What follows belongs to an exercise in optimizing a design on an open flow for small area and a short achievable clock period; a production flow would make more cautious choices.
The RTL was checked by simulation tests, not by an equivalence proof against the original design.
Power figures rest on the tool's default switching activity, not on a simulated workload.

==> flow/design.v (excerpt) <==
module fb_combiner_n
#(
    parameter int N_CH      = 4,
    parameter int DATA_W    = 15,
    parameter int COEF_W    = 18,
    parameter int FRAC_BITS = 14,
    parameter int OUT_W     = 13,
    parameter int CNT_W     = 8
) (
    input  logic                     clk,
    input  logic                     rst_n,
    input  logic                     trig,
    input  logic [N_CH*DATA_W-1:0]   data_in,
    input  logic [N_CH*COEF_W-1:0]   coef,
    input  logic [N_CH-1:0]          ch_en,
    input  logic [1:0]               mode,
    input  logic [OUT_W-1:0]         const_dac,
    input  logic [2:0]               no_bunches,
    input  logic [3:0]               no_samples,
    input  logic [CNT_W-1:0]         sample_spacing,
    input  logic [CNT_W-1:0]         start_delay,
    input  logic                     sat_clr,
    output logic [OUT_W-1:0]         fb_sgnl,
    output logic                     dac_cond,
    output logic                     busy,
    output logic                     sat_flag
);
Size in the first run: ~3,100 cells after synthesis, ~510 flip-flops, ~190 I/O pins, roughly 36,000 sq um of cells after synthesis.
==> flow/config.mk <==
export PLATFORM = sky130hd
export DESIGN_NAME = fb_combiner_n
export DESIGN_NICKNAME = fb_combiner_n
export VERILOG_FILES = /design/flow/design.v
export SDC_FILE = /design/flow/constraint.sdc
export NUM_CORES = 4
export LEC_CHECK = 0
export ABC_CLOCK_PERIOD_IN_PS = 2000
export CAP_MARGIN = 20
export CORE_MARGIN = 2
export CORE_UTILIZATION = 60
export CTS_CLUSTER_DIAMETER = 80
export CTS_CLUSTER_SIZE = 24
export SLEW_MARGIN = 20
export SYNTH_HIERARCHICAL = 1
export SYNTH_MINIMUM_KEEP_SIZE = 0
==> flow/constraint.sdc <==
create_clock -name core_clock -period 9.0 [get_ports {clk}]
set_input_delay 1.8000 -clock core_clock [delete_from_list [all_inputs] [get_ports {clk}]]
set_output_delay 1.8000 -clock core_clock [all_outputs]
set_load 0.01 [all_outputs]
standard.sh (not shown) runs the stock make flow with config.mk's settings and CLKGATE_MAP_FILE= SYNTH_SCRIPT=/design/flow/synth_recipe.tcl, a recipe that flattens the netlist after the stock synthesis.
==> flow/flow/run.sh <==
#!/bin/bash
set -euo pipefail
bash standard.sh SETUP_SLACK_MARGIN=6.15 "BUFFER_PORTS_ARGS=-buffer_cell sky130_fd_sc_hd__buf_1" \
  "CTS_ARGS=-sink_clustering_enable -repair_clock_nets -sink_clustering_size 24 -sink_clustering_max_diameter 80 -dont_use_dummy_load" \
  finish > flow_make.log 2>&1
The starting point ran to the end with no violations.
==> next run, changes <==
--- a/flow/flow/run.sh
+++ b/flow/flow/run.sh
@@ -3 +3 @@
-bash standard.sh SETUP_SLACK_MARGIN=6.15 "BUFFER_PORTS_ARGS=-buffer_cell sky130_fd_sc_hd__buf_1" \
+bash standard.sh SETUP_SLACK_MARGIN=6.08 "BUFFER_PORTS_ARGS=-buffer_cell sky130_fd_sc_hd__buf_1" \
CORE_UTILIZATION = 70   (was 60)
After rerunning: Maximum frequency increases slightly. Routed wire length drops by a few percent. Setup slack gains 0.014 ns. Die area goes down by about a fifth.
==> next run, changes <==
==> flow/flow/run.sh (replaced) <==
#!/bin/bash
set -euo pipefail
bash standard.sh SETUP_SLACK_MARGIN=6.15 "BUFFER_PORTS_ARGS=-buffer_cell sky130_fd_sc_hd__buf_1" finish > flow_make.log 2>&1
CORE_UTILIZATION = 60   (was 70)
After rerunning: Synthesized area stays the same. Power increases by 1.5%. Critical path depth stays the same. Flip-flop and latch count does not change. Synthesized cell count does not change. Final cell count increases by 3.3%. Setup slack gets worse by 0.018 ns. Routed wire length increases by 2.6%. First-iteration DRC count decreases by 7.5%.
==> next run, changes <==
==> flow/run.sh (new file) <==
#!/bin/bash
# synth_recipe.tcl (not shown) runs the flow's synth.tcl, then flattens the netlist and writes it again
# the make line also repeats each setting of config.mk as NAME=value (left out here)
make -C /OpenROAD-flow-scripts/flow DESIGN_CONFIG=/design/flow/config.mk WORK_HOME=/design/flow/orfs CLKGATE_MAP_FILE= SYNTH_SCRIPT=/design/flow/synth_recipe.tcl finish
SETUP_SLACK_MARGIN = 5   (was default)
removed: flow/flow/run.sh
removed: flow/standard.sh
After rerunning:
- The changed run finished with timing, DRC and antenna clean
- sequential share of layout area decreases by 1.2 points
- die area does not change
- core utilization increases by 1.5 points
- total power is about the same
- synthesized cell count is unchanged
==> next run, changes <==
==> flow/flow/run.sh (new file) <==
#!/bin/bash
set -euo pipefail
bash standard.sh SETUP_SLACK_MARGIN=6.08 "BUFFER_PORTS_ARGS=-buffer_cell sky130_fd_sc_hd__buf_1" \
  "CTS_ARGS=-sink_clustering_enable -repair_clock_nets -sink_clustering_size 24 -sink_clustering_max_diameter 80 -dont_use_dummy_load" \
  finish > flow_make.log 2>&1
==> flow/standard.sh (new file) <==
#!/bin/bash
# synth_recipe.tcl (not shown) runs the flow's synth.tcl, then flattens the netlist and writes it again
# the make line also repeats each setting of config.mk as NAME=value (left out here)
make -C /OpenROAD-flow-scripts/flow DESIGN_CONFIG=/design/flow/config.mk WORK_HOME=/design/flow/orfs CLKGATE_MAP_FILE= SYNTH_SCRIPT=/design/flow/synth_recipe.tcl "${@:-finish}"
SETUP_SLACK_MARGIN = default   (was 5)
removed: flow/run.sh
Sequential power hardly moves.
Flip-flop and latch count does not change.
Via count shrinks slightly.
Critical path depth shrinks by 6.
Total power shrinks by a few percent.
Clock skew hardly moves.
Clock power shrinks by about a fifth.
Wire length shrinks slightly.
Die area is unchanged.
Worst hold slack got worse by 0.015 ns.

========
fb_combiner_n, a different RTL version from the one above (not shown whole).
Size: ~0.036 mm2 of cells after synthesis.
Settings: LEC_CHECK=0, ABC_CLOCK_PERIOD_IN_PS=2000, CAP_MARGIN=20, CORE_MARGIN=2, CORE_UTILIZATION=60, CTS_CLUSTER_DIAMETER=80, CTS_CLUSTER_SIZE=24, SLEW_MARGIN=20, SYNTH_HIERARCHICAL=1, SYNTH_MINIMUM_KEEP_SIZE=0; clock period 9.0 ns.
==> flow/flow/run.sh <==
#!/bin/bash
set -euo pipefail
bash standard.sh SETUP_SLACK_MARGIN=6.3 "BUFFER_PORTS_ARGS=-buffer_cell sky130_fd_sc_hd__buf_1" finish > flow_make.log 2>&1
The starting point completed without violations.
Change:
==> flow/flow/run.sh (replaced) <==
#!/bin/bash
set -euo pipefail
bash standard.sh SETUP_SLACK_MARGIN=6.15 "BUFFER_PORTS_ARGS=-buffer_cell sky130_fd_sc_hd__buf_1" finish > flow_make.log 2>&1
=> The changed run passed the timing, DRC and antenna checks; wire length rises slightly; hold slack is worse by 0.0069 ns; die area stays the same; clock-buffer cell count falls by 6; area after synthesis does not change; via count falls slightly; critical path depth does not change; core utilization falls by 1.3 points; global-route usage barely changes.

========
build 83:
Another version of the RTL of fb_combiner_n (not shown whole).
==> flow/config.mk <==
export PLATFORM = sky130hd
export DESIGN_NAME = fb_combiner_n
export DESIGN_NICKNAME = fb_combiner_n
export VERILOG_FILES = /design/flow/design.v
export SDC_FILE = /design/flow/constraint.sdc
export NUM_CORES = 4
export LEC_CHECK = 0
export ABC_CLOCK_PERIOD_IN_PS = 2000
export CAP_MARGIN = 20
export CORE_MARGIN = 2
export CORE_UTILIZATION = 60
export SLEW_MARGIN = 20
export SYNTH_HIERARCHICAL = 1
export SYNTH_MINIMUM_KEEP_SIZE = 0
==> flow/constraint.sdc <==
create_clock -name core_clock -period 9.0 [get_ports {clk}]
set_input_delay 1.8000 -clock core_clock [delete_from_list [all_inputs] [get_ports {clk}]]
set_output_delay 1.8000 -clock core_clock [all_outputs]
set_load 0.01 [all_outputs]
==> flow/flow/run.sh <==
#!/bin/bash
set -euo pipefail
bash standard.sh SETUP_SLACK_MARGIN=6.0 "BUFFER_PORTS_ARGS=-buffer_cell sky130_fd_sc_hd__buf_1" finish > flow_make.log 2>&1
The inputs of build 27 differ from those of build 83 as listed below.
- changing CORE_UTILIZATION from 60 to 70
- setting CTS_CLUSTER_SIZE to 24 for the first time
- setting CTS_CLUSTER_DIAMETER to 80 for the first time
==> flow/flow/run.sh <==
#!/bin/bash
set -euo pipefail
bash standard.sh SETUP_SLACK_MARGIN=6.15 "BUFFER_PORTS_ARGS=-buffer_cell sky130_fd_sc_hd__buf_1" finish > flow_make.log 2>&1
### Flow results
- The final layout from build 27, which completed every stage, passed the timing, DRC and antenna checks at the end of the flow.
- Pre-CTS setup slack: build 27 > build 83
- [compare] base=build 83 new=build 27: fraction of standard cell area that is sequential has increased; critical path depth -4; hold slack grew by 6.1 ps; worst clock skew up 27 ps.
- Build 83 → build 27: logic gate share of total power has increased, detailed-routed wire length on met2 has increased.
- Diff build 83 -> build 27: maximum clock frequency went down; count of clock-buffer cells in the layout decreased 41.
Edits applied to the flow inputs when going from build 27 to build 72:
- a change of CORE_UTILIZATION from 70 to 60
==> flow/flow/run.sh <==
#!/bin/bash
set -euo pipefail
bash standard.sh SETUP_SLACK_MARGIN=6.0 "BUFFER_PORTS_ARGS=-buffer_cell sky130_fd_sc_hd__buf_1" finish > flow_make.log 2>&1
--- outcome ---
- In summary, build 72 completed successfully, with a layout that passed the timing, DRC and antenna checks.
- Build 72 against build 27: number of well taps increased 149, die area now sits higher.
- Worst setup path startpoint = u_win.busy_q$_DFF_PN0_: build 27; worst setup path startpoint = r2[26]$_DFF_P_: build 72
- [build 72 vs build 27] sequential fraction of total cell area: lower in build 72
- Sort build 27 and build 72 by worst slack at placement, descending, and build 27 comes first.
- Between build 27 and build 72, total wirelength of the detailed-routed design is higher for build 72, build 27 comes in under that.
- Against build 27, build 72 comes in about 16% higher on number of clock buffers in the layout.
- In terms of power in sequential cells, build 72 and build 27 differ only marginally.
Inputs modified between build 72 and build 98:
==> flow/flow/run.sh <==
#!/bin/bash
set -euo pipefail
bash standard.sh SETUP_SLACK_MARGIN=6.15 "BUFFER_PORTS_ARGS=-buffer_cell sky130_fd_sc_hd__buf_1" finish > flow_make.log 2>&1
Findings:
Run comparison: build 98 launch point of the worst path sat_flag$_DFF_PN0_; build 72 launch point of the worst path r2[26]$_DFF_P_
Global-route usage over all layers across build 72 and build 98: no real change.
Build 72 has a higher diode insertion count for antenna repair than build 98.
Delta (build 98 minus build 72): register-to-register slack +150 ps; maximum frequency has increased.

what the ideal ports hide:
The flow's constraints put no driver on any port. The routed layouts listed below were extracted and timed again, unchanged, in two steps.
Step 1 sets driving cells, clkbuf_16 on the clock port and buf_2 on the other inputs (assumed; they add their load-dependent delay and slew).
Step 2 adds t to the input delays and takes it off the output delays; t is the mean of the earliest and latest rising clock arrival at the registers after step 1. Input paths then give back, and output paths get back, about the clock's delay inside the block.
Three values: ideal ports, drivers, drivers and shift; two values: the first two.
run | shift t [ns] | setup slack, ns | latest minus earliest clock arrival (ns) | worst register clock-pin slew, ns | cell pins on the clock port's net
the first run of note 1 | 0.680 | 6.061 / 5.996 / 5.460 | 0.050 / 0.049 | 0.10 / 0.10 | 1
the second run of note 1 | 0.666 | 6.075 / 6.012 / 5.521 | 0.053 / 0.054 | 0.10 / 0.10 | 1
the third run of note 1 | 0.696 | 6.057 / 5.991 / 5.469 | 0.024 / 0.024 | 0.10 / 0.10 | 1
the fourth run of note 1 | 0.683 | 5.426 / 5.466 / 4.782 | 0.033 / 0.033 | 0.10 / 0.10 | 1
the fifth run of note 1 | 0.675 | 6.065 / 6.001 / 5.499 | 0.037 / 0.037 | 0.10 / 0.10 | 1
the first run of note 2 | 0.646 | 6.096 / 6.034 / 5.571 | 0.022 / 0.022 | 0.10 / 0.10 | 1
the second run of note 2 | 0.702 | 6.022 / 5.957 / 5.519 | 0.029 / 0.030 | 0.10 / 0.10 | 1
build 83 | 0.704 | 6.036 / 5.989 / 5.488 | 0.027 / 0.027 | 0.07 / 0.07 | 1
build 27 | 0.699 | 6.020 / 5.954 / 5.576 | 0.053 / 0.053 | 0.10 / 0.10 | 1
build 72 | 0.654 | 6.013 / 6.013 / 5.535 | 0.032 / 0.032 | 0.09 / 0.09 | 1
build 98 | 0.647 | 6.085 / 6.023 / 5.558 | 0.032 / 0.032 | 0.10 / 0.10 | 1
After both steps every run listed still meets setup and hold. For the fourth run of note 1, which loses most, drivers alone change the setup slack by +0.040 ns; drivers and shift together by -0.644 ns.
